Context: an optimization exercise on an open-source flow, tuned for small area and few clock cycles. The choices shown serve that exercise and are no tape-out recipe. RTL that was checked went through simulation tests only; none was proved equivalent to the original. The RTL of runs 1 and 3 was laid out without a check of its function. Power figures rest on the tool's default switching activity, not on a simulated workload.

--- run.sh ---
#!/bin/bash
# synth_recipe.tcl (not shown) runs the flow's synth.tcl, then flattens the netlist and writes it again
# the make line also repeats each setting of config.mk as NAME=value (left out here)
make -C /OpenROAD-flow-scripts/flow DESIGN_CONFIG=/design/flow/config.mk WORK_HOME=/design/flow/orfs CLKGATE_MAP_FILE= SYNTH_SCRIPT=/design/flow/synth_recipe.tcl finish
--- config.mk ---
export PLATFORM = sky130hd
export DESIGN_NAME = cached_example_decoder
export DESIGN_NICKNAME = cached_example_decoder
export VERILOG_FILES = /design/flow/design.v
export SDC_FILE = /design/flow/constraint.sdc
export NUM_CORES = 4
export LEC_CHECK = 0
export CAP_MARGIN = 20
export CORE_MARGIN = 2
export CORE_UTILIZATION = 60
export CTS_BUF_LIST = sky130_fd_sc_hd__clkbuf_4
export CTS_CLUSTER_SIZE = 30
export SLEW_MARGIN = 20
--- constraint.sdc ---
create_clock -name core_clock -period 9.0 [get_ports {clk}]
set_input_delay 1.8000 -clock core_clock [delete_from_list [all_inputs] [get_ports {clk}]]
set_output_delay 1.8000 -clock core_clock [all_outputs]
set_load 0.01 [all_outputs]
--- design.v ---
package cedec_pkg;
    typedef enum logic [2:0] {
        KIND_LABEL     = 3'd0,
        KIND_WEIGHT    = 3'd1,
        KIND_TAG       = 3'd2,
        KIND_NS_HEADER = 3'd3,
        KIND_FEATURE   = 3'd4,
        KIND_TRUNCATED = 3'd5,
        KIND_OVERRUN   = 3'd6
    } kind_t;
endpackage
module cached_example_decoder
#(
    parameter int INDEX_BITS         = 32,
    parameter int LENGTH_FIELD_BYTES = 8
)
(
    input  logic        clk,
    input  logic        rst_n,
    input  logic        in_valid,
    output logic        in_ready,
    input  logic [7:0]  data_byte,
    input  logic        stream_end,
    output logic        out_valid,
    input  logic        out_ready,
    output logic [2:0]  kind,
    output logic [7:0]  namespace_id,
    output logic [31:0] feature_index,
    output logic [31:0] value_bits,
    output logic        last_of_example
);
    typedef enum logic [3:0] {
        PH_LABEL   = 4'd0,
        PH_WEIGHT  = 4'd1,
        PH_NSCOUNT = 4'd2,
        PH_TAGLEN  = 4'd3,
        PH_TAG     = 4'd4,
        PH_NSID    = 4'd5,
        PH_NSLEN   = 4'd6,
        PH_FEAT    = 4'd7,
        PH_FVAL    = 4'd8
    } phase_t;
    phase_t      ph_q, ph_d;
    logic [3:0]  cnt_q, cnt_d;         
    logic [31:0] acc_q, acc_d;         
    logic [63:0] nsl_q, nsl_d;         
    logic [63:0] tls_q, tls_d;         
    logic [31:0] idx_q, idx_d;         
    logic [7:0]  ns_q, ns_d;           
    logic        nsclr_q, nsclr_d;     
    logic [1:0]  fl_q, fl_d;           
    logic        act_q, act_d;         
    logic        hb_q, hb_d;           
    logic        ov_q;
    logic [2:0]  ok_q, ok_d;
    logic        olast_q, olast_d;
    logic        oshow_q, oshow_d;
    logic        step;
    logic        rv;                   
    logic [6:0]  d7;
    logic        vdone;
    logic [3:0]  cnt_inc;
    logic [3:0]  cnt_sat;
    logic        hi_zero;              
    logic        tls_one, tls_le4, len_zero;
    logic        nsl_hz, nsl_zero, nsl_new_zero;
    logic        nb;
    logic [7:0]  nsl_lo_dec, hb_dec;
    logic [63:0] tls_step;             
    logic [31:0] contrib;
    logic [31:0] idx_sum;
    logic [1:0]  fl_cur;
    logic        example_done, overrun, end_ns, err, ns_new;
    logic [63:0] vi64;                 
    assign in_ready = !ov_q || out_ready;
    assign step     = in_valid && in_ready;
    always_comb
    begin
        d7       = data_byte[6:0];
        vdone    = !data_byte[7];
        cnt_inc  = cnt_q + 4'd1;
        cnt_sat  = (cnt_q >= 4'd10) ? 4'd10 : cnt_inc;
        hi_zero  = (tls_q[63:8] == 56'd0);
        tls_one  = hi_zero && (tls_q[7:0] == 8'd1);
        tls_le4  = hi_zero && (tls_q[7:0] <= 8'd4);
        len_zero = hi_zero && (data_byte == 8'd0);
        hb_dec      = tls_q[15:8] - {7'd0, hb_q};
        tls_step    = tls_q;
        tls_step[7:0] = tls_q[7:0] - 8'd1;
        act_d       = act_q;
        hb_d        = hb_q;
        if (act_q)
        begin
            tls_step[63:8] = {hb_dec, tls_q[63:16]};
            hb_d           = hb_q && (tls_q[15:8] == 8'd0);
            if (tls_q[7:0] == 8'd249)
                act_d = 1'b0;
        end
        else if (tls_q[7:0] == 8'd0)
        begin
            act_d = 1'b1;
            hb_d  = 1'b1;
        end
        nb           = (cnt_q[2:0] == 3'd0) || fl_q[0];
        nsl_lo_dec   = nsl_q[7:0] - {7'd0, nb};
        nsl_hz       = (nsl_q[63:8] == 56'd0);
        nsl_zero     = nsl_hz && (nsl_q[7:0] == 8'd0);
        nsl_new_zero = nsl_hz && (nsl_lo_dec == 8'd0);
        vi64 = '0;
        for (int i = 0; i < 64; i++)
            if (int'(cnt_q) == i / 7)
                vi64[i] = d7[i % 7];
        contrib = '0;
        for (int i = 0; i < 32; i++)
            if (int'(cnt_q) == (i + 2) / 7)
                contrib[i] = d7[(i + 2) % 7];
        idx_sum = idx_q + contrib;
        fl_cur  = (cnt_q == 4'd0) ? data_byte[1:0] : fl_q;
        ph_d    = ph_q;
        cnt_d   = cnt_q;
        acc_d   = acc_q;
        nsl_d   = nsl_q;
        tls_d   = tls_q;
        idx_d   = idx_q;
        ns_d    = ns_q;
        nsclr_d = nsclr_q;
        fl_d    = fl_q;
        rv           = 1'b0;
        ok_d         = cedec_pkg::KIND_LABEL;
        olast_d      = 1'b0;
        oshow_d      = 1'b0;
        example_done = 1'b0;
        overrun      = 1'b0;
        end_ns       = 1'b0;
        ns_new       = 1'b0;
        case (ph_q)
            PH_LABEL, PH_WEIGHT:
            begin
                if (ph_q == PH_LABEL)
                    idx_d = '0;
                acc_d = {data_byte, acc_q[31:8]};
                cnt_d = cnt_inc;
                if (cnt_q[1:0] == 2'd3)
                begin
                    rv    = 1'b1;
                    ok_d  = (ph_q == PH_LABEL) ? cedec_pkg::KIND_LABEL : cedec_pkg::KIND_WEIGHT;
                    cnt_d = '0;
                    ph_d  = (ph_q == PH_LABEL) ? PH_WEIGHT : PH_NSCOUNT;
                end
            end
            PH_NSCOUNT:
            begin
                nsl_d = (cnt_q == 4'd0) ? vi64 : (nsl_q | vi64);
                cnt_d = cnt_sat;
                if (vdone)
                begin
                    cnt_d = '0;
                    ph_d  = PH_TAGLEN;
                end
            end
            PH_TAGLEN:
            begin
                tls_d = (cnt_q == 4'd0) ? vi64 : (tls_q | vi64);
                act_d = 1'b0;
                cnt_d = cnt_sat;
                if (vdone)
                begin
                    cnt_d = '0;
                    if (tls_d != 64'd0)
                        ph_d = PH_TAG;
                    else if (!nsl_zero)
                        ph_d = PH_NSID;
                    else
                        example_done = 1'b1;
                end
            end
            PH_TAG:
            begin
                tls_d   = tls_step;
                acc_d   = {24'd0, data_byte};
                rv      = 1'b1;
                ok_d    = cedec_pkg::KIND_TAG;
                olast_d = tls_one && nsl_zero;
                if (tls_one)
                begin
                    if (!nsl_zero)
                        ph_d = PH_NSID;
                    else
                        example_done = 1'b1;
                end
            end
            PH_NSID:
            begin
                if (cnt_q == 4'd0)
                    acc_d[7:0] = {1'b0, d7};
                else if (cnt_q == 4'd1)
                    acc_d[7] = data_byte[0];
                cnt_d = cnt_sat;
                if (vdone)
                begin
                    ns_d    = acc_d[7:0];
                    nsclr_d = 1'b0;
                    ns_new  = 1'b1;
                    cnt_d   = '0;
                    ph_d    = PH_NSLEN;
                end
            end
            PH_NSLEN:
            begin
                tls_d    = {data_byte, tls_q[63:8]};
                acc_d    = '0;
                act_d    = 1'b0;
                nsl_d    = {nsl_lo_dec, nsl_q[63:8]};
                fl_d[0]  = nb && (nsl_q[7:0] == 8'd0);
                cnt_d    = cnt_inc;
                if (cnt_q[2:0] == 3'd7)
                begin
                    idx_d   = '0;
                    cnt_d   = '0;
                    rv      = 1'b1;
                    ok_d    = cedec_pkg::KIND_NS_HEADER;
                    oshow_d = 1'b1;
                    olast_d = len_zero && nsl_new_zero;
                    if (len_zero)
                        end_ns = 1'b1;
                    else
                        ph_d = PH_FEAT;
                end
            end
            PH_FEAT:
            begin
                tls_d = tls_step;
                idx_d = idx_sum;
                fl_d  = fl_cur;
                cnt_d = cnt_sat;
                if (vdone)
                begin
                    cnt_d = '0;
                    if (fl_cur[0] || !fl_cur[1])
                    begin
                        rv      = 1'b1;
                        ok_d    = cedec_pkg::KIND_FEATURE;
                        oshow_d = 1'b1;
                        acc_d   = fl_cur[0] ? 32'hBF80_0000 : 32'h3F80_0000;
                        olast_d = tls_one && nsl_zero;
                        if (tls_one)
                            end_ns = 1'b1;
                    end
                    else if (tls_le4)
                        overrun = 1'b1;
                    else
                        ph_d = PH_FVAL;
                end
                else if (tls_one)
                    overrun = 1'b1;
            end
            PH_FVAL:
            begin
                tls_d = tls_step;
                acc_d = {data_byte, acc_q[31:8]};
                cnt_d = cnt_inc;
                if (cnt_q[1:0] == 2'd3)
                begin
                    cnt_d   = '0;
                    rv      = 1'b1;
                    ok_d    = cedec_pkg::KIND_FEATURE;
                    oshow_d = 1'b1;
                    olast_d = tls_one && nsl_zero;
                    if (tls_one)
                        end_ns = 1'b1;
                    else
                        ph_d = PH_FEAT;
                end
            end
            default: ;
        endcase
        if (end_ns)
        begin
            if ((ph_q == PH_NSLEN) ? nsl_new_zero : nsl_zero)
                example_done = 1'b1;
            else
                ph_d = PH_NSID;
        end
        err = overrun || (stream_end && !example_done);
        if (err)
        begin
            rv      = 1'b1;
            ok_d    = overrun ? cedec_pkg::KIND_OVERRUN : cedec_pkg::KIND_TRUNCATED;
            olast_d = 1'b1;
            oshow_d = ns_new || !nsclr_q;
            nsclr_d = 1'b1;
            idx_d   = '0;
            acc_d   = '0;
        end
        if (err || example_done)
        begin
            ph_d  = PH_LABEL;
            cnt_d = '0;
        end
    end
    always_ff @(posedge clk or negedge rst_n)
    begin
        if (!rst_n)
        begin
            ph_q    <= PH_LABEL;
            cnt_q   <= '0;
            nsclr_q <= 1'b1;
            ov_q    <= 1'b0;
        end
        else
        begin
            if (step)
            begin
                ph_q    <= ph_d;
                cnt_q   <= cnt_d;
                nsclr_q <= nsclr_d;
            end
            if (step && rv)
                ov_q <= 1'b1;
            else if (out_ready)
                ov_q <= 1'b0;
        end
    end
    always_ff @(posedge clk)
    begin
        if (step)
        begin
            acc_q <= acc_d;
            nsl_q <= nsl_d;
            tls_q <= tls_d;
            idx_q <= idx_d;
            ns_q  <= ns_d;
            fl_q  <= fl_d;
            act_q <= act_d;
            hb_q  <= hb_d;
        end
        if (step && rv)
        begin
            ok_q    <= ok_d;
            olast_q <= olast_d;
            oshow_q <= oshow_d;
        end
    end
    assign out_valid       = ov_q;
    assign kind            = ok_q;
    assign last_of_example = olast_q;
    assign namespace_id    = oshow_q ? ns_q : 8'd0;
    assign feature_index   = idx_q;
    assign value_bits      = acc_q;
endmodule
==> run summary, run 1 <==
synth unique cells 77; antenna violations before repair 1; Fillers 1784; Syn Inst Count 1454; Sum Neg Setup Slack 0 ns; largest net degree at the start of global routing 96; Worst-Margin Slew 1.085 ns; Clock Tree Root clkbuf_4; crit share post-route 58.39%; Synth Cell Area 0.01356 mm^2; Final Worst Setup Slack 3.745 ns; max-cap viol count 0; Seq/Total Area, Yosys 48.15%; min Tclk post-route 5.255 ns; Post-CTS Hold Buffers 0; vias per inst 6.629; Core Box Area 0.02203 mm^2; Critical Path, Cell by Cell clkdlybuf4s50_1 > buf_4 > nor4_2 > a22oi_1 > nor4_1 > or4b_4 > nor4_4 > o31ai_2 > buf_4 > nor4_1 > nor2_1; multi-input combinational cell area 0.006521 mm^2; Ports 91; largest stage delay on the critical path 0.72 ns; leakage 5.658 nW; Syn Nets ~1500; Worst-path clk slew roughly 0.06 ns; GR Layer Usage met1 51.74%; ys flop type edfxtp_1; CP Max Fanout 20; FF/Latch Area 0.006528 mm^2; CP max stage cell clkdlybuf4s50_1; CP Class in -> reg; Async SR Flop Fraction about 4.6%; Rel. slew slack 27.67%; Skew-Pair Late Insertion Delay 0.73 ns; routed len/inst 22.78 um; Num CTS Buffers 59; Initial Utilization 61.55%; YS warnings 1; share of cells above drive strength 1 8.952%; post_cts resized 0; PwrDens 294.2 mW/mm^2; GRT overflow 0; clock buffer depth 3; Worst Path Required ~9.4 ns; DR vias about 12000; Syn Area/Cell between 9 and 10 um^2; Final nets 1588; Remaining DRCs 0; Die W 154.3 um; Critical Path End Type flop; met3 Usage GRT 8.182%; area grow syn2layout 13.33%; RSZ-0062 raised after global routing false; First-pass DRT Iterations 6; worst ir drop on vdd 213.5 uV; class of the tightest hold or removal check reg -> reg; final hold violations 0; EDFF count, synth 209; CTS HTree Levels 2; busiest grt layer met1; met2 usage about half; number of global-route vias before repair 11543; Synth Register Bits about 220; die area approximately 0.024 mm^2; clk_skew 0.05664 ns; routability cong. 0.9643; first-pass GRT wire length 65690 um; Tot GR Track Use about a third; final core occ 69.75%; CP Data Arrival Time 5.64 ns; final setup vio count 0; dpl ws 2.961 ns; Slew Viols, Final 0; total power 0.004520 W; buffers added on ports 90; Startpoint Class input port; outcome timing/DRC/antenna clean; DP HPWL 28480 um; Chip Height 154.3 um; max frequency 190.3 MHz; setup bufs post-CTS 0; row cnt 54; CTS tree done; iteration-0 DRC count of the detailed router between 1500 and 2000; clock sink count between 200 and 250; Detail Route Antenna Nets 0; drt total wl 42290 um
==> final timing paths <==
check	start	cells past startpoint	endpoint	slack, ns
setup / recovery	data_byte[1]	11	oshow_q$_DFFE_PP_	3.74
hold / removal	nsclr_q$_DFFE_PN1P_	2	nsclr_q$_DFFE_PN1P_	0.52
setup reg to reg	cnt_q[0]$_DFFE_PN0P_	12	oshow_q$_DFFE_PP_	4.13
hold reg to reg	nsclr_q$_DFFE_PN1P_	2	nsclr_q$_DFFE_PN1P_	0.52
max in group asynchronous	rst_n	1	nsclr_q$_DFFE_PN1P_	7.19
min in group asynchronous	rst_n	1	ph_q[3]$_DFFE_PN0P_	1.45
==> synthesized netlist by cell type, types with 9 or more instances <==
cell type  count  area, um^2
ha_1          44       550.5
or3_1         13       81.33
xnor2_1       23       201.4
clkbuf_1      76       285.3
o31ai_1       16       120.1
inv_1         40       150.1
o211ai_1      14       105.1
a22oi_1       10       75.07
a21o_1        29       217.7
nor2b_1       17       106.4
dfrtp_1        9       225.2
xor2_1        22       192.7
nor3_1        20       100.1
buf_2         12       60.06
a31oi_1       11       68.82
and2_1        34       212.7
nand4_1       12       75.07
nor2_1       103       386.6
nand2b_1      18       112.6
nand2_1      225       844.6
a21oi_1      144       720.7
o21ai_0      139       695.7
and3_1        27       168.9
o221ai_1      15       131.4
edfxtp_1     209        6276
nor4_1        37       231.5
==> registers in the layout, indices dropped and copies added (netlist names), 3 cells and up, named ones only <==
signal  cells
idx_q      32
ok_q        3
nsl_q      57
ns_q        8
ph_q        4
tls_q      64
cnt_q       4
acc_q      32
==> worst max-delay path: cells and delay by family <==
family / cells / cell delay (ns)
AND/OR/NAND/NOR: 6 / 2.27
buffers and inverters: 3 / 1.29
AO/OA/AOI/OAI: 2 / 0.26
==> routing by layer <==
| layer | wire, um | share of wire, % |
|---|---|---|
| met1 | 17670 | 42 |
| met2 | 18370 | 43 |
| met3 | 4915 | 12 |
| met4 | 1325 | 3.1 |
| met5 | 0 | 0 |
==> layout by cell type (no fill, tap or decap), types with 7 or more instances in the layout <==
master | Yosys | layout
xnor2_1 | 23 | 23
ha_1 | 44 | 44
a32oi_1 | 8 | 8
a31oi_1 | 11 | 11
a221oi_1 | 8 | 8
a21o_1 | 29 | 29
a211oi_1 | 8 | 8
nor3_1 | 20 | 19
nand2b_1 | 18 | 18
and2_1 | 34 | 34
inv_1 | 40 | 40
nor4_1 | 37 | 37
nand3_1 | 7 | 7
xor2_1 | 22 | 22
nand2_1 | 225 | 225
clkdlybuf4s50_1 | 0 | 90
nor2_1 | 103 | 101
clkbuf_4 | 0 | 84
o31ai_1 | 16 | 15
clkinv_1 | 1 | 17
a22oi_1 | 10 | 10
or3_1 | 13 | 13
o221ai_1 | 15 | 15
nor2b_1 | 17 | 17
a21oi_1 | 144 | 144
o22ai_1 | 8 | 8
and3_1 | 27 | 27
nand4_1 | 12 | 12
edfxtp_1 | 209 | 209
o21ai_0 | 139 | 138
o211ai_1 | 14 | 14
buf_4 | 0 | 21
dfrtp_1 | 9 | 9
==> power breakdown <==
| part | switching, W | internal, W | total, W |
|---|---|---|---|
| logic | 0.00122 | 0.000670 | 0.00189 |
| clock network | 0.000453 | 0.000459 | 0.000912 |
| registers | 0.000230 | 0.00149 | 0.00172 |
==> layout make-up <==
class                   count  area share (%)
diodes                      1         0.01629
multi-input cells        1098           42.45
flip-flops and latches    219           42.49
clock inverters            22          0.7737
repair buffers            111           6.890
inverters                  41           1.002
well taps                 280           2.280
clock buffers              84           4.105
==> per-stage QoR <==
stage	std cells	area (um^2)	hold WS [ns]
final	1856	15360	0.5197
after global routing	1856	15360	0.5552
after CTS	1855	15360	0.5159
after detailed placement	1749	14610	0.5028
after global placement	1749	14610	0.5048
after floorplan	1454	13560	0.4746
==> logic make-up after synthesis <==
| logic type | share of synthesized area [%] |
|---|---|
| DFF | 48.15 |
| muxes | 0.3784 |
| xor gates and xnor gates | 2.907 |
| adders and majority gates | 4.209 |
| buffers and inverters | 4.070 |
| and+or+nand+nor | 20.22 |
| AOI/OAI and AO/OA | 20.06 |
==> inputs of run 2 (changes only) <==
--- a/design.v
+++ b/design.v
@@ -137,6 +137,4 @@
             PH_LABEL, PH_WEIGHT:
             begin
-                if (ph_q == PH_LABEL)
-                    idx_d = '0;
                 acc_d = {data_byte, acc_q[31:8]};
                 cnt_d = cnt_inc;
@@ -209,5 +207,4 @@
             begin
                 tls_d    = {data_byte, tls_q[63:8]};
-                acc_d    = '0;
                 act_d    = 1'b0;
                 nsl_d    = {nsl_lo_dec, nsl_q[63:8]};
@@ -290,6 +287,4 @@
             oshow_d = ns_new || !nsclr_q;
             nsclr_d = 1'b1;
-            idx_d   = '0;
-            acc_d   = '0;
         end
         if (err || example_done)
@@ -342,9 +337,11 @@
         end
     end
+    logic is_feat;
+    assign is_feat = (ok_q == cedec_pkg::KIND_FEATURE);
     assign out_valid       = ov_q;
     assign kind            = ok_q;
     assign last_of_example = olast_q;
     assign namespace_id    = oshow_q ? ns_q : 8'd0;
-    assign feature_index   = idx_q;
-    assign value_bits      = acc_q;
+    assign feature_index   = is_feat ? idx_q : 32'd0;
+    assign value_bits      = (ok_q <= cedec_pkg::KIND_TAG || is_feat) ? acc_q : 32'd0;
 endmodule
--- a/config.mk
+++ b/config.mk
@@ -8,6 +8,4 @@
 export CAP_MARGIN = 20
 export CORE_MARGIN = 2
-export CORE_UTILIZATION = 60
-export CTS_BUF_LIST = sky130_fd_sc_hd__clkbuf_4
-export CTS_CLUSTER_SIZE = 30
+export CORE_UTILIZATION = 40
 export SLEW_MARGIN = 20
==> run 2 against run 1 <==
Die area up 53%. Via count grew 0.50%. Sequential share of layout area down 2.2 points. Highest routed layer unchanged. Hold slack got worse by 0.049 ns. Sequential cell count did not move. Largest power group unchanged. Worst setup slack worse by 0.42 ns. Sequential power shrank 5%. Clock power is 13% higher. Non-clock buffer count up 7. Area after synthesis up 3.1%.
==> run summary, run 2 <==
outcome timing/DRC/antenna clean; Worst-Margin Slew 1.112 ns (+0.02677 ns); worst ir drop on vdd 197.9 uV (-7.3%); CTS HTree Levels 1 (-1); EDFF count, synth 209 (unchanged); iteration-0 DRC count of the detailed router 1439 (-11%); class of the tightest hold or removal check reg -> reg; number of global-route vias before repair 11551 (+0.069%); commonest non-fill, non-tap cells in the layout 209 x edfxtp_1, 197 x nand2_1, 150 x a21oi_1; clock sink count 219 (unchanged); Slew Viols, Final 0 (unchanged); Post-CTS Hold Buffers 0 (unchanged); most frequent cell after synthesis edfxtp_1; CP Max Fanout 15 (-25%); clk_skew 0.01546 ns (-0.04118 ns); Startpoint Class input port; final core occ 46.96% (-23 points); ys flop type edfxtp_1; max-cap viol count 0 (unchanged); Syn Inst Count 1507 (+3.6%); Syn Area/Cell 9.277 um^2 (-0.50%); Initial Utilization 40.57% (-21 points); First-pass DRT Iterations 6 (unchanged); YS warnings 1 (unchanged); CTS tree done; RSZ-0062 raised after global routing false; GRT overflow 0 (unchanged); Synth Register Bits 219 (unchanged); Int Pwr 0.002701 W (+3.1%); buffers added on ports 90 (unchanged); post_cts resized 0 (unchanged); first-pass GRT wire length 69280 um (+5.5%); routed len/inst 22.04 um (-3.3%); post-route non-filler standard cell count 2027 (+9.2%); max frequency 176.1 MHz (-7.4%); Critical Path, Cell by Cell clkdlybuf4s50_1 > buf_4 > nor4bb_1 > ha_1 > a21o_1 > a221o_1 > or4_1 > o21ai_1 > a211oi_1 > a2111oi_1 > o31ai_1 > mux2i_1; Worst-path clk slew 0.06 ns (about the same); share of cells above drive strength 1 6.425% (-2.5 points); Clock Tree Root clkbuf_16; Seq/Total Area, Yosys 46.69% (-1.5 points); crit share post-route 63.08% (+4.7 points); Synth Cell Area 0.01398 mm^2 (+3.1%); largest net degree at the start of global routing 124 (+29%); commonest non-fill, non-tap cell in the layout edfxtp_1; Comb pwr share 41.2% (-0.5 points); area grow syn2layout 15.75%; clock buffer depth 3 (unchanged); Remaining DRCs 0 (unchanged); hold_ws 0.4708 ns (-0.04892 ns); sequential power share 36.0% (-2.1 points); Die W 191.0 um (+24%); DR vias 12366 (+0.50%); Worst Path Required 9.30 ns (-0.08 ns); final setup vio count 0 (unchanged); vias per inst 6.101 (-8.0%); synth unique cells 77 (unchanged); row cnt 68 (+26%); final hold violations 0 (unchanged); drt total wl 44680 um (+5.7%); most frequent cells after synthesis 209 x edfxtp_1, 197 x nand2_1, 152 x a21oi_1; CP Class in -> reg; antenna cells 0 (-1); Regs by FF count tls_q: 64 flops, nsl_q: 57 flops; CP Data Arrival Time 5.97 ns (+0.33 ns); CP max stage cell a2111oi_1; largest reg by FF count tls_q; min Tclk post-route 5.677 ns (+0.4217 ns); Largest register FFs 64 (unchanged); Detail Route Antenna Nets 0 (unchanged); Critical Path End Type flop; DP HPWL 30810 um (+8.2%); Num CTS Buffers 27 (-54%); die area 0.03646 mm^2 (+53%); antenna violations before repair 0 (-1); Sum Neg Setup Slack 0 ns (unchanged); largest area contributor in the netlist edfxtp_1; Tot GR Track Use 24.27% (-11 points); Rel. slew slack 25.61% (-2.1 points); Ports 91 (unchanged); Final nets 1609 (+1.3%); leakage 5.651 nW (-0.12%); Syn Nets 1565 (+3.5%); dpl cells 1977 (+13%); switching part of the total 40.32% (-1.7 points); post-synth top area share 44.89% (-1.4 points); P_sw 0.001825 W (-3.9%); Async SR Flop Fraction 4.566% (unchanged); largest stage delay on the critical path 0.70 ns (-0.02 ns); Skew-Pair Late Insertion Delay 0.56 ns (-0.17 ns); top post-synthesis cells by area edfxtp_1 45%, a21oi_1 5.4%, nand2_1 5.3%; routability cong. 0.9131 (-5.3%); PwrDens 279.7 mW/mm^2 (-4.9%); Chip Height 191.0 um (+24%); Core Box Area 0.03446 mm^2 (+56%); clock share of power 22.9% (+2.7 points); setup bufs post-CTS 0 (unchanged)
## run 2: cell type report
class	count	area, um^2
Fill cell	3251	18280
Clock inverter	18	127.6
Multi-Input combinational cell	1147	7010
Inverter	38	142.6
Sequential cell	219	6528
Clock buffer	32	694.4
Timing Repair Buffer	118	1111
Tap cell	455	569.3
## run 2: path summary, 6_finish.rpt
check / slack (ns) / cells past startpoint / start / end
setup / recovery: 3.32 / 12 / data_byte[3] / idx_q[31]$_SDFFCE_PN0P_
hold / removal: 0.47 / 2 / nsclr_q$_DFFE_PN1P_ / nsclr_q$_DFFE_PN1P_
setup reg to reg: 4.11 / 12 / cnt_q[1]$_DFFE_PN0P_ / idx_q[31]$_SDFFCE_PN0P_
hold reg to reg: 0.47 / 2 / nsclr_q$_DFFE_PN1P_ / nsclr_q$_DFFE_PN1P_
max in group asynchronous: 7.05 / 1 / rst_n / nsclr_q$_DFFE_PN1P_
min in group asynchronous: 1.59 / 1 / rst_n / cnt_q[2]$_DFFE_PN0P_
## run 2: kinds of logic (layout without fill, tap and decap cells)
| family | Yosys count | count (layout) | synth area share, % |
|---|---|---|---|
| buffers and inverters | 141 | 206 | 3.857 |
| multiplexers | 6 | 6 | 0.4653 |
| flip-flops | 219 | 219 | 46.69 |
| AO/OA/AOI/OAI | 455 | 455 | 20.51 |
| XOR/XNOR | 35 | 35 | 2.193 |
| adder cells (fa/ha/maj) | 46 | 46 | 4.153 |
| AND/OR/NAND/NOR | 605 | 605 | 22.13 |
## run 2: critical path, delay by kind of cell
family          cells  cell delay, ns
compound gates      6            1.91
mux                 1            0.15
simple gates        2            0.99
buf+inv             2            0.74
fa+ha+maj           1            0.39
## run 2: power by group through the flow
stage	Clock (W)	Combinational [W]	Sequential (W)
2_1_floorplan	0	0.00131	0.00154
3_3_place_gp	0	0.00180	0.00164
3_5_place_dp	0	0.00182	0.00164
6_report	0.00103	0.00186	0.00163
5_1_grt	0.00108	0.00204	0.00164
4_1_cts	0.00104	0.00183	0.00162
## run 2: routing by layer
layer  GRT usage, %  wire [um]  vias up
li1               -          -     5718
met1          37.07      20560     6003
met2          36.12      19670      568
met3          3.066       3494       77
met4          6.142        953        0
met5              0          0        -
## run 2: metrics by stage
stage	instance area, um^2	worst slack (ns)	power (W)
after floorplan	13980	1.951	0.002849
after global placement	15350	2.955	0.003441
after detailed placement	15350	2.792	0.003460
after CTS	16180	3.355	0.004498
after global routing	16180	3.026	0.004767
final	16180	3.323	0.004526
Testbench counts of run 2, summed over its fixed seeds: cycles 28,575.
==> inputs of run 3 (changes only) <==
--- a/design.v
+++ b/design.v
@@ -70,7 +70,8 @@
     logic [31:0] contrib;
     logic [31:0] idx_sum;
+    logic [5:0]  seg_c;
+    logic        c, ones;
     logic [1:0]  fl_cur;
     logic        example_done, overrun, end_ns, err, ns_new;
-    logic [63:0] vi64;                 
     assign in_ready = !ov_q || out_ready;
     assign step     = in_valid && in_ready;
@@ -107,13 +108,21 @@
         nsl_zero     = nsl_hz && (nsl_q[7:0] == 8'd0);
         nsl_new_zero = nsl_hz && (nsl_lo_dec == 8'd0);
-        vi64 = '0;
-        for (int i = 0; i < 64; i++)
-            if (int'(cnt_q) == i / 7)
-                vi64[i] = d7[i % 7];
         contrib = '0;
         for (int i = 0; i < 32; i++)
             if (int'(cnt_q) == (i + 2) / 7)
                 contrib[i] = d7[(i + 2) % 7];
-        idx_sum = idx_q + contrib;
+        seg_c[0] = 1'b0;
+        for (int k = 0; k < 5; k++)
+        begin
+            c        = seg_c[k];
+            ones     = 1'b1;
+            for (int i = (k == 0) ? 0 : 7 * k - 2; i <= ((k == 4) ? 31 : 7 * k + 4); i++)
+            begin
+                idx_sum[i] = idx_q[i] ^ contrib[i] ^ c;
+                c          = (idx_q[i] & contrib[i]) | (c & (idx_q[i] ^ contrib[i]));
+                ones       = ones & idx_q[i];
+            end
+            seg_c[k+1] = (int'(cnt_q) == k) ? c : (seg_c[k] & ones);
+        end
         fl_cur  = (cnt_q == 4'd0) ? data_byte[1:0] : fl_q;
         ph_d    = ph_q;
@@ -137,4 +146,6 @@
             PH_LABEL, PH_WEIGHT:
             begin
+                if (ph_q == PH_LABEL)
+                    idx_d = '0;
                 acc_d = {data_byte, acc_q[31:8]};
                 cnt_d = cnt_inc;
@@ -149,5 +160,9 @@
             PH_NSCOUNT:
             begin
-                nsl_d = (cnt_q == 4'd0) ? vi64 : (nsl_q | vi64);
+                for (int i = 0; i < 64; i++)
+                    if (int'(cnt_q) == i / 7)
+                        nsl_d[i] = d7[i % 7];
+                    else if (cnt_q == 4'd0)
+                        nsl_d[i] = 1'b0;
                 cnt_d = cnt_sat;
                 if (vdone)
@@ -159,5 +174,9 @@
             PH_TAGLEN:
             begin
-                tls_d = (cnt_q == 4'd0) ? vi64 : (tls_q | vi64);
+                for (int i = 0; i < 64; i++)
+                    if (int'(cnt_q) == i / 7)
+                        tls_d[i] = d7[i % 7];
+                    else if (cnt_q == 4'd0)
+                        tls_d[i] = 1'b0;
                 act_d = 1'b0;
                 cnt_d = cnt_sat;
@@ -165,5 +184,6 @@
                 begin
                     cnt_d = '0;
-                    if (tls_d != 64'd0)
+                    if (((cnt_q != 4'd0) && !(hi_zero && (tls_q[7:0] == 8'd0))) ||
+                        ((cnt_q < 4'd10) && (d7 != 7'd0)))
                         ph_d = PH_TAG;
                     else if (!nsl_zero)
@@ -207,4 +227,5 @@
             begin
                 tls_d    = {data_byte, tls_q[63:8]};
+                acc_d    = '0;
                 act_d    = 1'b0;
                 nsl_d    = {nsl_lo_dec, nsl_q[63:8]};
@@ -287,4 +308,6 @@
             oshow_d = ns_new || !nsclr_q;
             nsclr_d = 1'b1;
+            idx_d   = '0;
+            acc_d   = '0;
         end
         if (err || example_done)
@@ -337,11 +360,9 @@
         end
     end
-    logic is_feat;
-    assign is_feat = (ok_q == cedec_pkg::KIND_FEATURE);
     assign out_valid       = ov_q;
     assign kind            = ok_q;
     assign last_of_example = olast_q;
     assign namespace_id    = oshow_q ? ns_q : 8'd0;
-    assign feature_index   = is_feat ? idx_q : 32'd0;
-    assign value_bits      = (ok_q <= cedec_pkg::KIND_TAG || is_feat) ? acc_q : 32'd0;
+    assign feature_index   = idx_q;
+    assign value_bits      = acc_q;
 endmodule
==> run 3 against run 2 <==
The layout now fails its checks (negative setup slack). Count of clock-buffer cells in the layout down 4. Final cell count down 18%. Final area decreased by 11%. Maximum frequency down 57%. Largest cell class is now sequential cells. Power fell by 30%. Global-route usage decreased by 1.4 points.
==> run summary, run 3 <==
Syn Nets 1197 (-24%); Sum Neg Setup Slack -27.25 ns (-27.25 ns); commonest non-fill, non-tap cells in the layout 226 x nand2_1, 209 x edfxtp_1, 131 x o21ai_0; share of cells above drive strength 1 14.73% (+8.3 points); DP HPWL 24650 um (-20%); commonest non-fill, non-tap cell in the layout nand2_1; final hold violations 0 (unchanged); Clock Tree Root clkbuf_16; final core occ 49.07% (+2.1 points); Seq/Total Area, Yosys 54.83% (+8.1 points); row cnt 63 (-7.4%); CTS tree done; First-pass DRT Iterations 7 (+1); Skew-Pair Late Insertion Delay 0.53 ns (-0.03 ns); Regs by FF count nsl_q: 64 flops, tls_q: 64 flops; Worst-path clk slew 0.06 ns (about the same); Worst Path Required 9.29 ns (about the same); Slew Viols, Final 0 (unchanged); max-cap viol count 0 (unchanged); crit share post-route 146.2% (+83 points); YS warnings 1 (unchanged); clock share of power 33.4% (+10 points); vias per inst 5.622 (-7.8%); Hold Startpoint nsclr_q$_DFFE_PN1P_; crit path launch data_byte[2]; Syn Inst Count 1140 (-24%); most frequent cell after synthesis nand2_1; Comb pwr share 23.4% (-18 points); Core Box Area 0.02948 mm^2 (-14%); Detail Route Antenna Nets 0 (unchanged); routability cong. 0.8990 (-1.5%); clock sink count 219 (unchanged); min Tclk post-route 13.16 ns (+7.480 ns); CP Data Arrival Time 13.44 ns (+7.47 ns); GRT overflow 0 (unchanged); Synth Register Bits 219 (unchanged); max frequency 76.01 MHz (-57%); P_sw 0.0009680 W (-47%); buffers added on ports 90 (unchanged); Initial Utilization 40.38% (-0.20 points); leakage 5.272 nW (-6.7%); outcome complete, but fails checks; CP max stage cell fa_2; most frequent cells after synthesis 231 x nand2_1, 209 x edfxtp_1, 131 x o21ai_0; CTS HTree Levels 1 (unchanged); layout check faults negative setup slack; ys flop type edfxtp_1; largest net degree at the start of global routing 118 (-4.8%); Async SR Flop Fraction 4.566% (unchanged); Critical Path End Type flop; Tot GR Track Use 22.86% (-1.4 points); Syn Area/Cell 10.44 um^2 (+13%); clock buffer depth 3 (unchanged); synth unique cells 79 (+2.6%); post-route non-filler standard cell count 1653 (-18%); largest area contributor in the netlist edfxtp_1; RR Startpoint cnt_q[0]$_DFFE_PN0P_; iteration-0 DRC count of the detailed router 1010 (-30%); post-synth top area share 52.72% (+7.8 points); Ports 91 (unchanged); PwrDens 217.7 mW/mm^2 (-22%); DR vias 9293 (-25%); Fillers 2775 (-15%); switching part of the total 30.74% (-9.6 points); Crit path top cell by count fa_2; Int Pwr 0.002181 W (-19%); CP Class in -> reg; area grow syn2layout 21.52%; Final Worst Setup Slack -4.157 ns (-7.480 ns); routed len/inst 21.48 um (-2.6%); CP Max Fanout 2 (-13); first-pass GRT wire length 54530 um (-21%); EDFF count, synth 209 (unchanged); drt total wl 35510 um (-21%); final setup vio count 12 (+12); Rel. slew slack 29.75% (+4.1 points); Startpoint Class input port; Final nets 1302 (-19%); Num CTS Buffers 24 (-11%); Chip Height 176.5 um (-7.6%); dpl cells 1605 (-19%); Worst-Margin Slew 1.054 ns (-0.05797 ns); RSZ-0062 raised after global routing true; Synth Cell Area 0.01190 mm^2 (-15%); Remaining DRCs 0 (unchanged); antenna violations before repair 0 (unchanged); CP delay by family, top adder cells; clk_skew 0.02997 ns (+0.01451 ns); dpl ws -5.062 ns (-7.854 ns); number of global-route vias before repair 8983 (-22%); die area 0.03116 mm^2 (-15%); Die W 176.5 um (-7.6%); worst ir drop on vdd 160.9 uV (-19%); top post-synthesis cells by area edfxtp_1 53%, nand2_1 7.3%, o21ai_0 5.5%; antenna cells 0 (unchanged); sequential power share 43.2% (+7.2 points); WP buf/inv 3 (+1); class of the tightest hold or removal check reg -> reg; Post-CTS Hold Buffers 0 (unchanged); largest stage delay on the critical path 0.36 ns (-0.34 ns)
==> run 3: routing by layer <==
metal | track usage (%) | part of all wire (%) | up-vias
met4 | 5.062 | 1.7 | 0
met2 | 34.96 | 46 | 389
li1 | - | - | 4332
met3 | 2.950 | 7.1 | 42
met5 | 0 | 0 | -
met1 | 34.67 | 45 | 4530
==> run 3: logic make-up after synthesis <==
group	Yosys count	share of synthesized area [%]
adders and majority gates	44	6.517
xor gates and xnor gates	19	1.398
muxes	3	0.2733
buffers and inverters	117	3.994
AOI/OAI and AO/OA	261	13.46
DFF	219	54.84
and+or+nand+nor	477	19.52
==> run 3: worst register-to-register path, delay by kind of cell, from the launching register on <==
kind	cells	cell delay [ns]
adders and majority gates	32	10.49
AOI/OAI and AO/OA	1	0.17
and+or+nand+nor	8	0.90
DFF	1	0.34
buffers and inverters	3	0.14
xor gates and xnor gates	2	0.30
==> run 3: stage by stage <==
| step | total power (W) | hold slack (ns) | area [um^2] |
|---|---|---|---|
| after detailed placement | 0.002090 | 0.4565 | 13560 |
| after global routing | 0.003276 | 0.4884 | 14470 |
| after floorplan | 0.001767 | 0.4421 | 12000 |
| final | 0.003149 | 0.4650 | 14470 |
| after CTS | 0.003142 | 0.4661 | 14420 |
| after global placement | 0.002093 | 0.4538 | 13550 |
==> run 3: power groups by stage <==
stage / sequential (W) / combinational [W] / clock, W
after floorplan: 0.00136 / 0.000402 / 0
after CTS: 0.00136 / 0.000723 / 0.00106
after detailed placement: 0.00138 / 0.000710 / 0
after global placement: 0.00138 / 0.000713 / 0
final: 0.00136 / 0.000736 / 0.00105
after global routing: 0.00137 / 0.000808 / 0.00110
==> run 3: repair_timing <==
item	in CTS	in global routing
hold endpoints to repair	0	0
setup buffers	2	1
endpoints found under the setup margin	13	13
resized for setup	14	6
gates cloned	0	0
==> run 3: area by class of cell <==
class                      count  area (um^2)  area share, %
multi-input combinational    804         5074          35.07
timing repair buffer         152         1385          9.575
inverter                      44        165.2          1.142
clock buffer                  28        636.9          4.403
sequential                   219         6528          45.13
tap                          390        488.0          3.373
clock inverter                16        188.9          1.306
==> run 3: final timing paths <==
kind,end,depth (start not counted),slack (ns)
setup / recovery,idx_q[31]$_SDFFCE_PP0P_,44,-4.16
hold / removal,nsclr_q$_DFFE_PN1P_,2,0.46
setup reg to reg,idx_q[31]$_SDFFCE_PP0P_,46,-3.57
hold reg to reg,nsclr_q$_DFFE_PN1P_,2,0.46
max in group asynchronous,ph_q[2]$_DFFE_PN0P_,1,6.93
min in group asynchronous,cnt_q[3]$_DFFE_PN0P_,1,1.67
==> inputs of run 4 (changes only) <==
--- a/design.v
+++ b/design.v
@@ -57,4 +57,5 @@
     logic        oshow_q, oshow_d;
     logic        step;
+    logic        safe;
     logic        rv;                   
     logic [6:0]  d7;
@@ -70,9 +71,11 @@
     logic [31:0] contrib;
     logic [31:0] idx_sum;
-    logic [5:0]  seg_c;
-    logic        c, ones;
     logic [1:0]  fl_cur;
     logic        example_done, overrun, end_ns, err, ns_new;
-    assign in_ready = !ov_q || out_ready;
+    assign in_ready = !ov_q || out_ready || safe;
+    assign safe     = !stream_end &&
+                      ((ph_q == PH_NSCOUNT) || (ph_q == PH_TAGLEN) ||
+                       ((ph_q == PH_NSID) && (data_byte[7] || !oshow_q)) ||
+                       ((ph_q == PH_NSLEN) && (cnt_q[2:0] != 3'd7)));
     assign step     = in_valid && in_ready;
     always_comb
@@ -112,17 +115,5 @@
             if (int'(cnt_q) == (i + 2) / 7)
                 contrib[i] = d7[(i + 2) % 7];
-        seg_c[0] = 1'b0;
-        for (int k = 0; k < 5; k++)
-        begin
-            c        = seg_c[k];
-            ones     = 1'b1;
-            for (int i = (k == 0) ? 0 : 7 * k - 2; i <= ((k == 4) ? 31 : 7 * k + 4); i++)
-            begin
-                idx_sum[i] = idx_q[i] ^ contrib[i] ^ c;
-                c          = (idx_q[i] & contrib[i]) | (c & (idx_q[i] ^ contrib[i]));
-                ones       = ones & idx_q[i];
-            end
-            seg_c[k+1] = (int'(cnt_q) == k) ? c : (seg_c[k] & ones);
-        end
+        idx_sum = idx_q + contrib;
         fl_cur  = (cnt_q == 4'd0) ? data_byte[1:0] : fl_q;
         ph_d    = ph_q;
@@ -211,11 +202,11 @@
             begin
                 if (cnt_q == 4'd0)
-                    acc_d[7:0] = {1'b0, d7};
+                    tls_d[7:0] = {1'b0, d7};
                 else if (cnt_q == 4'd1)
-                    acc_d[7] = data_byte[0];
+                    tls_d[7] = data_byte[0];
                 cnt_d = cnt_sat;
                 if (vdone)
                 begin
-                    ns_d    = acc_d[7:0];
+                    ns_d    = tls_d[7:0];
                     nsclr_d = 1'b0;
                     ns_new  = 1'b1;
@@ -227,5 +218,4 @@
             begin
                 tls_d    = {data_byte, tls_q[63:8]};
-                acc_d    = '0;
                 act_d    = 1'b0;
                 nsl_d    = {nsl_lo_dec, nsl_q[63:8]};
@@ -235,4 +225,5 @@
                 begin
                     idx_d   = '0;
+                    acc_d   = '0;
                     cnt_d   = '0;
                     rv      = 1'b1;
==> run 4 against run 3 <==
Non-clock buffer count is 44 lower. Now clean on timing, DRC and antenna. Area after synthesis grew 6.0%. Power grew 18%. Sequential power rose by 12%. Core utilization fell by 1.8 points. Clock skew fell by 0.019 ns.
==> run summary, run 4 <==
outcome timing/DRC/antenna clean; commonest non-fill, non-tap cell in the layout nand2_1; Post-CTS Hold Buffers 0 (unchanged); max frequency 169.9 MHz (+120%); leakage 5.614 nW (+6.5%); antenna cells 0 (unchanged); top post-synthesis cells by area edfxtp_1 50%, nand2_1 7.7%, o21ai_0 5.7%; post-synthesis compound-gate area fraction 16.36% (+2.9 points); setup bufs post-CTS 0 (-2); Synth Cell Area 0.01262 mm^2 (+6.0%); RSZ-0062 raised after global routing false; post-route non-filler standard cell count 1804 (+9.1%); WP buf/inv 2 (-1); CTS HTree Levels 1 (unchanged); Syn Area/Cell 9.583 um^2 (-8.2%); first-pass GRT wire length 56910 um (+4.4%); number of global-route vias before repair 9936 (+11%); antenna violations before repair 0 (unchanged); CP max stage cell clkdlybuf4s50_1; crit path launch data_byte[7]; commonest non-fill, non-tap cells in the layout 259 x nand2_1, 209 x edfxtp_1, 145 x o21ai_0; Seq/Total Area, Yosys 51.72% (-3.1 points); iteration-0 DRC count of the detailed router 967 (-4.3%); row cnt 65 (+3.2%); Final nets 1441 (+11%); EDFF count, synth 209 (unchanged); Async SR Flop Fraction 4.566% (unchanged); total power 0.003729 W (+18%); reg-to-reg slack, setup 3.83 ns (+7.40 ns); Initial Utilization 40.31% (-0.071 points); GR Layer Usage met1 30.78% (-3.9 points); Tot GR Track Use 22.19% (-0.67 points); Slew Viols, Final 0 (unchanged); YS warnings 1 (unchanged); Worst R2R End idx_q[5]$_SDFFCE_PP0P_; Worst Path Required 7.20 ns (-2.09 ns); Remaining DRCs 0 (unchanged); PwrDens 252.1 mW/mm^2 (+16%); CTS tree done; Sum Neg Setup Slack 0 ns (+27.25 ns); Critical Path End Type output port; most frequent cells after synthesis 260 x nand2_1, 209 x edfxtp_1, 145 x o21ai_0; Synth Register Bits 219 (unchanged); CP delay by family, top buffers and inverters; Ports 91 (unchanged); Worst-path clk slew 0.06 ns (about the same); Clock Tree Root clkbuf_16; CP Max Fanout 20 (+18); most frequent cell after synthesis nand2_1; Fillers 2936 (+5.8%); synth unique cells 79 (unchanged); Detail Route Antenna Nets 0 (unchanged); Synth Area in Adders 4.521% (-2.0 points); CP Data Arrival Time 4.09 ns (-9.35 ns); GRT overflow 0 (unchanged); CP Depth 5 (-89%); dpl cells 1755 (+9.3%); min Tclk post-route 5.887 ns (-7.270 ns); clock sink count 219 (unchanged); largest net degree at the start of global routing 123 (+4.2%); Chip Height 181.6 um (+2.9%); Core Box Area 0.03131 mm^2 (+6.2%); Syn Nets 1375 (+15%); Regs by FF count nsl_q: 64 flops, tls_q: 64 flops; largest family of logic cells by synthesized area simple AND/OR/NAND/NOR gates; DP HPWL 26390 um (+7.0%); First-pass DRT Iterations 6 (-1); Crit path top cell by count clkdlybuf4s50_1; share of cells above drive strength 1 6.491% (-8.2 points); busiest grt layer met2; met3 Usage GRT 4.533% (+1.6 points); Hold Startpoint nsclr_q$_DFFE_PN1P_; crit share post-route 65.41% (-81 points); max-cap viol count 0 (unchanged); RR Startpoint cnt_q[0]$_DFFE_PN0P_; CP Class in -> out; met2 usage 34.62% (-0.34 points); vias per inst 5.790 (+3.0%); drt total wl 37130 um (+4.6%); Syn Inst Count 1317 (+16%); Reg2Reg Depth 14 (-70%); dpl ws 2.960 ns (+8.022 ns); post-synth top area share 49.73% (-3.0 points); area grow syn2layout 17.19%; Skew-Pair Late Insertion Delay 0.54 ns (about the same); Final Worst Setup Slack 3.113 ns (+7.270 ns); class of the tightest hold or removal check reg -> reg; Startpoint Class input port; die area 0.03299 mm^2 (+5.9%); post_cts resized 0 (-14); ys flop type edfxtp_1; xor/xnor share of the synthesized area 2.359% (+0.96 points); final hold violations 0 (unchanged); worst ir drop on vdd 159.1 uV (-1.2%); largest area contributor in the netlist edfxtp_1; largest stage delay on the critical path 0.95 ns (+0.59 ns); final setup vio count 0 (-12); mux share of post-synthesis cell area 0.5750% (+0.30 points); Hold EP nsclr_q$_DFFE_PN1P_; buffers added on ports 90 (unchanged); Worst-Margin Slew 1.013 ns (-0.04058 ns); simple-gate share of the synthesized area 20.32% (+0.80 points); Num CTS Buffers 26 (+8.3%); Die W 181.6 um (+2.9%); clock buffer depth 3 (unchanged); Critical Path, Cell by Cell clkdlybuf4s50_1 > nand2b_1 > a32oi_1 > o311ai_0 > clkdlybuf4s50_1; clk_skew 0.01064 ns (-0.01933 ns); routed len/inst 20.58 um (-4.2%); Rel. slew slack 32.29% (+2.5 points); DR vias 10446 (+12%); Worst Hold Depth 2 (unchanged); routability cong. 0.9640 (+7.2%)
[run 4: through the flow]
step           util (%)  area (um^2)  hold WS (ns)
6_report          47.24        14790        0.4775
5_1_grt           47.24        14790        0.4940
4_1_cts           47.16        14770        0.4854
3_5_place_dp      44.32        13880        0.4793
3_3_place_gp      44.32        13880        0.4620
2_1_floorplan         -        12620        0.4421
[run 4: how the worst max path moves through the flow]
| stage | to |
|---|---|
| after floorplan | acc_q[0]$_SDFFCE_PP0P_ |
| after global placement | idx_q[29]$_SDFFCE_PP0P_ |
| after detailed placement | idx_q[29]$_SDFFCE_PP0P_ |
| after CTS | in_ready |
| after global routing | in_ready |
| final | in_ready |
[run 4: report_power, final]
part	switching (W)	internal [W]
clock	0.000428	0.000666
combinational	0.000727	0.000389
sequential	0.000139	0.00138
[run 4: worst register-to-register path, stage by stage, from the launching register on]
cell      delay (ns)
dfrtp_1         0.46
inv_1           0.13
ha_1            0.36
nand2b_1        0.18
nand2b_1        0.13
ha_1            0.18
nor3b_1         0.28
xor2_1          0.31
nor3_1          0.08
o21ai_0         0.48
o22ai_2         0.19
a221oi_2        0.69
nand2b_4        0.40
nor2_1          0.12
nor2_4          0.76
[run 4: cell type report]
class	count	area, um^2	area share, %
multi-input combinational	969	5603	37.88
inverter	59	221.5	1.497
sequential	219	6528	44.13
clock buffer	33	698.2	4.720
tap	402	503.0	3.401
clock inverter	14	191.4	1.294
timing repair buffer	108	1046	7.072
[run 4: routing by layer]
metal	wire length, um	part of all wire, %
met1	16270	44
met2	16710	45
met3	2840	7.6
met4	1310	3.5
met5	0	0
[run 4: kinds of logic (layout without fill, tap and decap cells)]
| group | after synthesis | count (layout) |
|---|---|---|
| AND/OR/NAND/NOR | 545 | 545 |
| AO/OA/AOI/OAI | 338 | 338 |
| flip-flops | 219 | 219 |
| buffers and inverters | 129 | 214 |
| adder cells (fa/ha/maj) | 45 | 45 |
| XOR/XNOR | 34 | 34 |
| multiplexers | 7 | 7 |
Testbench counts of run 4, summed over its fixed seeds: cycles 28,388.
==> inputs of run 5 (changes only) <==
==> flow/run.sh (new file) <==
#!/bin/bash
# The standard layout (standard.sh: the standard flow's own synthesis and ORFS flow, unchanged scripts), with
# two settings changed through ORFS's own variables:
#  - the port buffers that placement inserts are buf_1 cells instead of the default choice;
#  - clock tree synthesis builds from clkbuf_4 / clkbuf_8 and inserts no dummy loads.
# Each tool's full output is in the ORFS logs under orfs/logs/; make's output is in
# standard_flow.log in this folder.
set -euo pipefail
export BUFFER_PORTS_ARGS="-buffer_cell sky130_fd_sc_hd__buf_1"
export CTS_ARGS="-sink_clustering_enable -repair_clock_nets -dont_use_dummy_load -buf_list {sky130_fd_sc_hd__clkbuf_4 sky130_fd_sc_hd__clkbuf_8}"
bash standard.sh > standard_flow.log 2>&1
==> standard.sh (new file) <==
#!/bin/bash
# synth_recipe.tcl (not shown) runs the flow's synth.tcl, then flattens the netlist and writes it again
# the make line also repeats each setting of config.mk as NAME=value (left out here)
make -C /OpenROAD-flow-scripts/flow DESIGN_CONFIG=/design/flow/config.mk WORK_HOME=/design/flow/orfs CLKGATE_MAP_FILE= SYNTH_SCRIPT=/design/flow/synth_recipe.tcl "${@:-finish}"
--- a/config.mk
+++ b/config.mk
@@ -8,4 +8,4 @@
 export CAP_MARGIN = 20
 export CORE_MARGIN = 2
-export CORE_UTILIZATION = 40
+export CORE_UTILIZATION = 55
 export SLEW_MARGIN = 20
removed: run.sh
==> run 5 against run 4 <==
Sequential cell count stayed put. Synthesized cell count stayed put. Final area is 6.9% lower. Clock skew is 0.061 ns higher. Critical path type unchanged.
==> run summary, run 5 <==
outcome timing/DRC/antenna clean; Core Box Area 0.02257 mm^2 (-28%); clock share of power 22.5% (-6.8 points); CP Data Arrival Time 3.39 ns (-0.70 ns); largest area contributor in the netlist edfxtp_1; Synth Register Bits 219 (unchanged); max-cap viol count 0 (unchanged); First-pass DRT Iterations 5 (-1); DP HPWL 25870 um (-2.0%); CTS tree done; Comb pwr share 32.1% (+2.2 points); CP Max Fanout 20 (unchanged); Slew Viols, Final 0 (unchanged); routability cong. 0.9678 (+0.39%); switching part of the total 37.03% (+2.3 points); GRT overflow 0 (unchanged); clock buffer depth 3 (unchanged); DR vias 10471 (+0.24%); largest net degree at the start of global routing 98 (-20%); Worst-Margin Slew 1.128 ns (+0.1149 ns); sequential power share 45.4% (+4.7 points); Worst Hold Depth 2 (unchanged); die area 0.02417 mm^2 (-27%); metal2 WL 16880 um (+1.0%); min Tclk post-route 5.189 ns (-0.6976 ns); post_cts resized 0 (unchanged); clk_skew 0.07165 ns (+0.06102 ns); top post-synthesis cells by area edfxtp_1 50%, nand2_1 7.7%, o21ai_0 5.7%; share of cells above drive strength 1 6.786% (+0.29 points); Tot GR Track Use 30.05% (+7.9 points); most frequent cell after synthesis nand2_1; Initial Utilization 55.91% (+16 points); Seq/Total Area, Yosys 51.72% (unchanged); final setup vio count 0 (unchanged); final hold violations 0 (unchanged); setup bufs post-CTS 0 (unchanged); reg-to-reg slack, setup 3.99 ns (+0.16 ns); Syn Area/Cell 9.583 um^2 (unchanged); Post-CTS Hold Buffers 0 (unchanged); YS warnings 1 (unchanged); Rel. slew slack 24.22% (-8.1 points); area grow syn2layout 9.051%; Synth Cell Area 0.01262 mm^2 (unchanged); PwrDens 242.1 mW/mm^2 (-4.0%); Detail Route Antenna Nets 0 (unchanged); most frequent cells after synthesis 260 x nand2_1, 209 x edfxtp_1, 145 x o21ai_0; DR top layer met4; hold_ws 0.4627 ns (-0.01483 ns); Worst Path Required 7.20 ns (about the same); CP Class in -> out; Async SR Flop Fraction 4.566% (unchanged); iteration-0 DRC count of the detailed router 896 (-7.3%); Regs by FF count nsl_q: 64 flops, tls_q: 64 flops; clock sink count 219 (unchanged); commonest non-fill, non-tap cells in the layout 259 x nand2_1, 209 x edfxtp_1, 145 x o21ai_0; synth unique cells 79 (unchanged); worst ir drop on vdd 167.3 uV (+5.1%); CTS HTree Levels 2 (+1); Skew-Pair Late Insertion Delay 0.55 ns (about the same); Clock Tree Root clkbuf_8; Sum Neg Setup Slack 0 ns (unchanged); buffers added on ports 90 (unchanged); Reg2Reg Depth 14 (unchanged); Syn Nets 1375 (unchanged); Die W 155.5 um (-14%); Remaining DRCs 0 (unchanged); commonest non-fill, non-tap cell in the layout nand2_1; crit share post-route 57.66% (-7.8 points); M1 wire length 15960 um (-1.9%); Critical Path End Type output port; class of the tightest hold or removal check reg -> reg; first-pass GRT wire length 55790 um (-2.0%); row cnt 55 (-15%); P_sw 0.001234 W (-4.7%); vias per inst 6.214 (+7.3%); met3 wire length 2827 um (-0.46%); ys flop type edfxtp_1; Worst-path clk slew 0.04 ns (-0.02 ns); max frequency 192.7 MHz (+13%); EDFF count, synth 209 (unchanged); Num CTS Buffers 39 (+50%); Chip Height 155.5 um (-14%); Syn Inst Count 1317 (unchanged); leakage 5.258 nW (-6.3%); Final nets 1460 (+1.3%); Int Pwr 0.002098 W (-14%); post-synth top area share 49.73% (unchanged); Startpoint Class input port; Ports 91 (unchanged); antenna cells 0 (unchanged); drt total wl 36480 um (-1.7%); number of global-route vias before repair 9895 (-0.41%); RSZ-0062 raised after global routing false; routed len/inst 21.65 um (+5.2%); antenna violations before repair 0 (unchanged)
==> run 5: cell count changes in the layout (fill, tap and decap cells not counted), sizes merged <==
| cell | change |
|---|---|
| bufinv | -4 |
| clkdlybuf4s50 | -90 |
| clkinv | -6 |
| clkinvlp | -3 |
| inv | -1 |
| clkbuf | +5 |
| buf | +97 |
==> run 5: power by group through the flow <==
| stage | sequential, W | clock [W] | combinational [W] |
|---|---|---|---|
| floorplan | 0.00149 | 0 | 0.000742 |
| global placement | 0.00153 | 0 | 0.00105 |
| detailed placement | 0.00153 | 0 | 0.00105 |
| global route | 0.00153 | 0.000806 | 0.00119 |
| finish | 0.00151 | 0.000749 | 0.00107 |
| CTS | 0.00151 | 0.000765 | 0.00106 |
==> run 5: final timing paths <==
check	startpoint	end
setup / recovery	data_byte[7]	in_ready
hold / removal	nsclr_q$_DFFE_PN1P_	nsclr_q$_DFFE_PN1P_
setup reg to reg	cnt_q[0]$_DFFE_PN0P_	idx_q[13]$_SDFFCE_PP0P_
hold reg to reg	nsclr_q$_DFFE_PN1P_	nsclr_q$_DFFE_PN1P_
max in group asynchronous	rst_n	nsclr_q$_DFFE_PN1P_
min in group asynchronous	rst_n	cnt_q[3]$_DFFE_PN0P_
==> run 5: logic make-up (layout without fill, tap and decap cells) <==
family	count (synthesis)	count (layout)	synth area share [%]
AOI/OAI and AO/OA	338	338	16.36
DFF	219	219	51.72
xor gates and xnor gates	34	34	2.360
and+or+nand+nor	545	545	20.32
adders and majority gates	45	45	4.521
buffers and inverters	129	212	4.144
muxes	7	7	0.5750
==> run 5: critical path, cell delays in order <==
cell and delay (ns):
buf_1 0.67, nand2b_1 0.20, a32oi_1 0.11, o311ai_0 0.41, buf_1 0.20
==> run 5: metrics by stage <==
stage                     instance area [um^2]  power (W)  std cells  worst slack (ns)  utilization, %
after floorplan                          12620   0.002232       1317             3.659               -
after global placement                   13230   0.002577       1646             3.722           58.60
after detailed placement                 13230   0.002576       1646             3.571           58.60
after CTS                                13760   0.003330       1685             3.830           60.98
after global routing                     13760   0.003519       1685             3.621           60.98
final                                    13760   0.003332       1685             3.811           60.98
==> run 5: cell type report <==
cell class	count	area (um^2)
clock buffers	39	536.8
fillers	1954	8808
inverters	59	221.5
multi-input cells	969	5603
flip-flops and latches	219	6528
well taps	285	356.6
repair buffers	114	518.0
==> run 5: metal layers <==
| metal | track usage, % | up-vias |
|---|---|---|
| met4 | 8.038 | 0 |
| met5 | 0 | - |
| met2 | 48.48 | 483 |
| met3 | 4.819 | 75 |
| met1 | 42.57 | 4996 |
| li1 | - | 4917 |
==> inputs of run 6 (changes only) <==
==> flow/run.sh (replaced) <==
#!/bin/bash
# The standard layout (standard.sh: the standard flow's synthesis script and the ORFS flow), with three
# changes made through ORFS's own variables:
#  - synthesis maps the logic with an area-oriented ABC script (flow/abc_area.script, used in
#    place of ORFS's abc_speed.script in a copy of ORFS's scripts folder; nothing else in the
#    copy differs, and registers are mapped before ABC runs, so they are the standard ones);
#  - the port buffers that placement inserts are buf_1 cells instead of the default choice;
#  - clock tree synthesis builds from clkbuf_4 / clkbuf_8 and inserts no dummy loads.
# Each tool's full output is in the ORFS logs under orfs/logs/; make's output is in
# standard_flow.log in this folder.
set -euo pipefail
rm -rf scripts_abc
cp -r "$FLOW_HOME/scripts" scripts_abc
cp flow/abc_area.script scripts_abc/abc_speed.script
export SCRIPTS_DIR="$PWD/scripts_abc"
export BUFFER_PORTS_ARGS="-buffer_cell sky130_fd_sc_hd__buf_1"
export CTS_ARGS="-sink_clustering_enable -repair_clock_nets -dont_use_dummy_load -buf_list {sky130_fd_sc_hd__clkbuf_4 sky130_fd_sc_hd__clkbuf_8}"
bash standard.sh > standard_flow.log 2>&1
==> flow/abc_area.script (new file) <==
&get -n
&st
&dch
&nf
&st
&syn2
&dch
&nf
&st
&dch
&nf
&put
topo
dnsize -c
==> run 6 against run 5 <==
Still clean. Global-route usage is 0.57 points higher. First-iteration DRC count rose by 12%. Final area is 5.2% lower.
==> run summary, run 6 <==
clk_skew 0.03049 ns (-0.04116 ns); clock buffer depth 3 (unchanged); largest area contributor in the netlist edfxtp_1; mux share of post-synthesis cell area 0.08552% (-0.49 points); CP delay by family, top compound AO/OA/AOI/OAI gates; Syn Nets 1231 (-10%); final setup vio count 0 (unchanged); most frequent cells after synthesis 260 x nand2_1, 209 x edfxtp_1, 143 x o21ai_0; xor/xnor share of the synthesized area 1.422% (-0.94 points); CTS tree done; met2 usage 45.78% (-2.7 points); Worst-path clk slew 0.05 ns (about the same); final hold violations 0 (unchanged); max frequency 165.9 MHz (-14%); Tot GR Track Use 30.62% (+0.57 points); most frequent cell after synthesis nand2_1; crit share post-route 66.99% (+9.3 points); outcome timing/DRC/antenna clean; Sum Neg Setup Slack 0 ns (unchanged); post-synthesis compound-gate area fraction 16.90% (+0.54 points); total power 0.002355 W (-29%); Synth Register Bits 219 (unchanged); EDFF count, synth 209 (unchanged); area grow syn2layout 11.44%; class of the tightest hold or removal check reg -> reg; vias per inst 6.263 (+0.78%); buffers added on ports 90 (unchanged); synth unique cells 52 (-34%); post_cts resized 0 (unchanged); Critical Path, Cell by Cell buf_1 > buf_4 > and3_1 > ha_1 > clkinv_1 > fa_1 > nor2b_1 > o21ai_0 > a21boi_0 > o21a_1 > o21ai_0 > a211oi_1 > o211ai_1 > a31o_1 > o31ai_1 > a31o_1 > a31oi_1 > o21ai_0 > a21o_1 > a21oi_1 > a311oi_1; Worst Path Required 9.33 ns (+2.13 ns); commonest non-fill, non-tap cells in the layout 259 x nand2_1, 209 x edfxtp_1, 143 x o21ai_0; drt total wl 34320 um (-5.9%); clock sink count 219 (unchanged); CP max stage cell o21ai_0; CP Data Arrival Time 6.36 ns (+2.97 ns); routability cong. 0.9803 (+1.3%); Synth Area in Adders 4.874% (+0.35 points); antenna violations before repair 1 (+1); iteration-0 DRC count of the detailed router 1003 (+12%); busiest grt layer met1; DR vias 9958 (-4.9%); leakage 4.616 nW (-12%); Rel. slew slack 28.01% (+3.8 points); First-pass DRT Iterations 5 (unchanged); Seq/Total Area, Yosys 55.77% (+4.0 points); largest stage delay on the critical path 0.39 ns (-0.28 ns); post-synth top area share 53.62% (+3.9 points); Post-CTS Hold Buffers 0 (unchanged); antenna cells 0 (unchanged); Remaining DRCs 0 (unchanged); die area 0.02246 mm^2 (-7.1%); Crit path top cell by count o21ai_0; number of global-route vias before repair 9346 (-5.5%); Syn Area/Cell 9.979 um^2 (+4.1%); Final nets 1375 (-5.8%); top post-synthesis cells by area edfxtp_1 54%, nand2_1 8.3%, o21ai_0 6.1%; GRT overflow 0 (unchanged); Core Box Area 0.02096 mm^2 (-7.2%); max-cap viol count 0 (unchanged); Chip Height 149.9 um (-3.6%); Startpoint Class input port; CTS HTree Levels 2 (unchanged); CP Max Fanout 14 (-30%); Synth Cell Area 0.01170 mm^2 (-7.3%); Ports 91 (unchanged); Syn Inst Count 1173 (-11%); share of cells above drive strength 1 4.335% (-2.5 points); largest net degree at the start of global routing 118 (+20%); Fillers 1794 (-8.2%); largest family of logic cells by synthesized area simple AND/OR/NAND/NOR gates; row cnt 53 (-3.6%); Slew Viols, Final 0 (unchanged); Die W 149.9 um (-3.6%); hold_ws 0.5045 ns (+0.04181 ns); Regs by FF count nsl_q: 64 flops, tls_q: 64 flops; met3 Usage GRT 5.335% (+0.52 points); Skew-Pair Late Insertion Delay 0.53 ns (-0.02 ns); WP buf/inv 3 (+1); simple-gate share of the synthesized area 19.28% (-1.0 points); YS warnings 1 (unchanged); Detail Route Antenna Nets 0 (unchanged); Worst-Margin Slew 1.070 ns (-0.05816 ns); Async SR Flop Fraction 4.566% (unchanged); first-pass GRT wire length 52590 um (-5.7%); ys flop type edfxtp_1; DP HPWL 24160 um (-6.6%); Num CTS Buffers 37 (-5.1%); PwrDens 180.5 mW/mm^2 (-25%); setup bufs post-CTS 0 (unchanged); worst ir drop on vdd 121.0 uV (-28%); CP Class in -> reg; RSZ-0062 raised after global routing false; min Tclk post-route 6.029 ns (+0.8399 ns); Clock Tree Root clkbuf_8; Initial Utilization 55.86% (-0.057 points); routed len/inst 21.58 um (-0.31%); Critical Path End Type flop; GR Layer Usage met1 46.01% (+3.4 points); commonest non-fill, non-tap cell in the layout nand2_1
[run 6: cell count changes in the layout (fill, tap and decap cells not counted), sizes merged, moves of 10 or more]
| cell | delta |
|---|---|
| nand3 | +10 |
| and2 | -28 |
| o22ai | +11 |
| nor2 | -18 |
| and3 | +23 |
| inv | -59 |
| clkinv | +52 |
[run 6: cell families (layout without fill, tap and decap cells)]
family | after synthesis | count (layout)
buffers and inverters | 52 | 194
multiplexers | 1 | 1
AO/OA/AOI/OAI | 337 | 337
AND/OR/NAND/NOR | 500 | 500
adder cells (fa/ha/maj) | 45 | 45
flip-flops | 219 | 219
XOR/XNOR | 19 | 19
[run 6: routing by layer]
| layer | part of all wire (%) | vias up |
|---|---|---|
| li1 | - | 4665 |
| met1 | 44 | 4732 |
| met2 | 44 | 483 |
| met3 | 9.2 | 78 |
| met4 | 2.4 | 0 |
| met5 | 0 | - |
[run 6: per-stage QoR]
step	util [%]	std cells	setup slack, ns	instance area (um^2)
floorplan	-	1173	1.388	11710
global placement	59.82	1553	2.619	12530
detailed placement	59.82	1553	2.506	12530
CTS	62.25	1590	3.003	13040
global route	62.25	1590	2.427	13040
finish	62.25	1590	2.971	13040
[run 6: worst paths after layout]
kind                                           start                       to  slack, ns  cells after the start
worst max register to register  cnt_q[1]$_DFFE_PN0P_  idx_q[30]$_SDFFCE_PP0P_       3.14                     21
max in group asynchronous                      rst_n     cnt_q[2]$_DFFE_PN0P_       7.33                      1
worst max-delay path                    data_byte[2]  idx_q[30]$_SDFFCE_PP0P_       2.97                     21
min in group asynchronous                      rst_n      ph_q[0]$_DFFE_PN0P_       1.27                      1
worst min-delay path                ov_q$_DFFE_PN0P_         ov_q$_DFFE_PN0P_       0.50                      1
worst min register to register      ov_q$_DFFE_PN0P_         ov_q$_DFFE_PN0P_       0.50                      1
[run 6: area by class of cell]
| cell class | instances | area (um^2) | area share (%) |
|---|---|---|---|
| well taps | 275 | 344.1 | 2.638 |
| multi-input cells | 902 | 5017 | 38.47 |
| flip-flops and latches | 219 | 6528 | 50.04 |
| clock buffers | 37 | 509.2 | 3.904 |
| inverters | 52 | 195.2 | 1.496 |
| repair buffers | 105 | 450.4 | 3.453 |
[run 6: power by group]
| part | internal (W) | leakage, nW | switching, W |
|---|---|---|---|
| combinational | 0.000131 | 2.24 | 0.000285 |
| sequential | 0.00117 | 2.11 | 0.0000305 |
| clock | 0.000363 | 0.266 | 0.000370 |
| total | 0.00167 | 4.62 | 0.000686 |

## port drivers added, routing unchanged
In the flow no input, the clock included, has a driving cell. The finished layouts below were timed again as built, in two steps. Step 1 (the two cells are an assumption about what drives the block):
set clk [get_ports {clk}]
set_driving_cell -lib_cell sky130_fd_sc_hd__clkbuf_16 $clk
set_driving_cell -lib_cell sky130_fd_sc_hd__buf_2 [delete_from_list [all_inputs] $clk]
Step 2 times the ports against the registers' clock, not the clock port: input delays grow and output delays shrink by t, the midpoint of the rising clock arrivals with the driver on. Slacks: ideal / step 1 / step 2; pairs: ideal / step 1.
run	t (ns)	slack for setup (ns)	clock arrival spread, ns	pins driven straight from the clock port
run 1	0.740	3.745 / 3.762 / 3.023	0.057 / 0.057	1
run 2	0.603	3.323 / 3.345 / 2.742	0.016 / 0.016	1
run 3	0.566	-4.157 / -4.154 / -4.720	0.030 / 0.030	1
run 4	0.580	3.113 / 3.085 / 2.876	0.011 / 0.012	1
run 5	0.561	3.811 / 3.785 / 3.462	0.072 / 0.072	1
run 6	0.556	2.971 / 2.991 / 2.435	0.031 / 0.031	1
The setup slack of run 1, which loses most, moves by +0.017 ns with the drivers and by -0.722 ns with both steps.
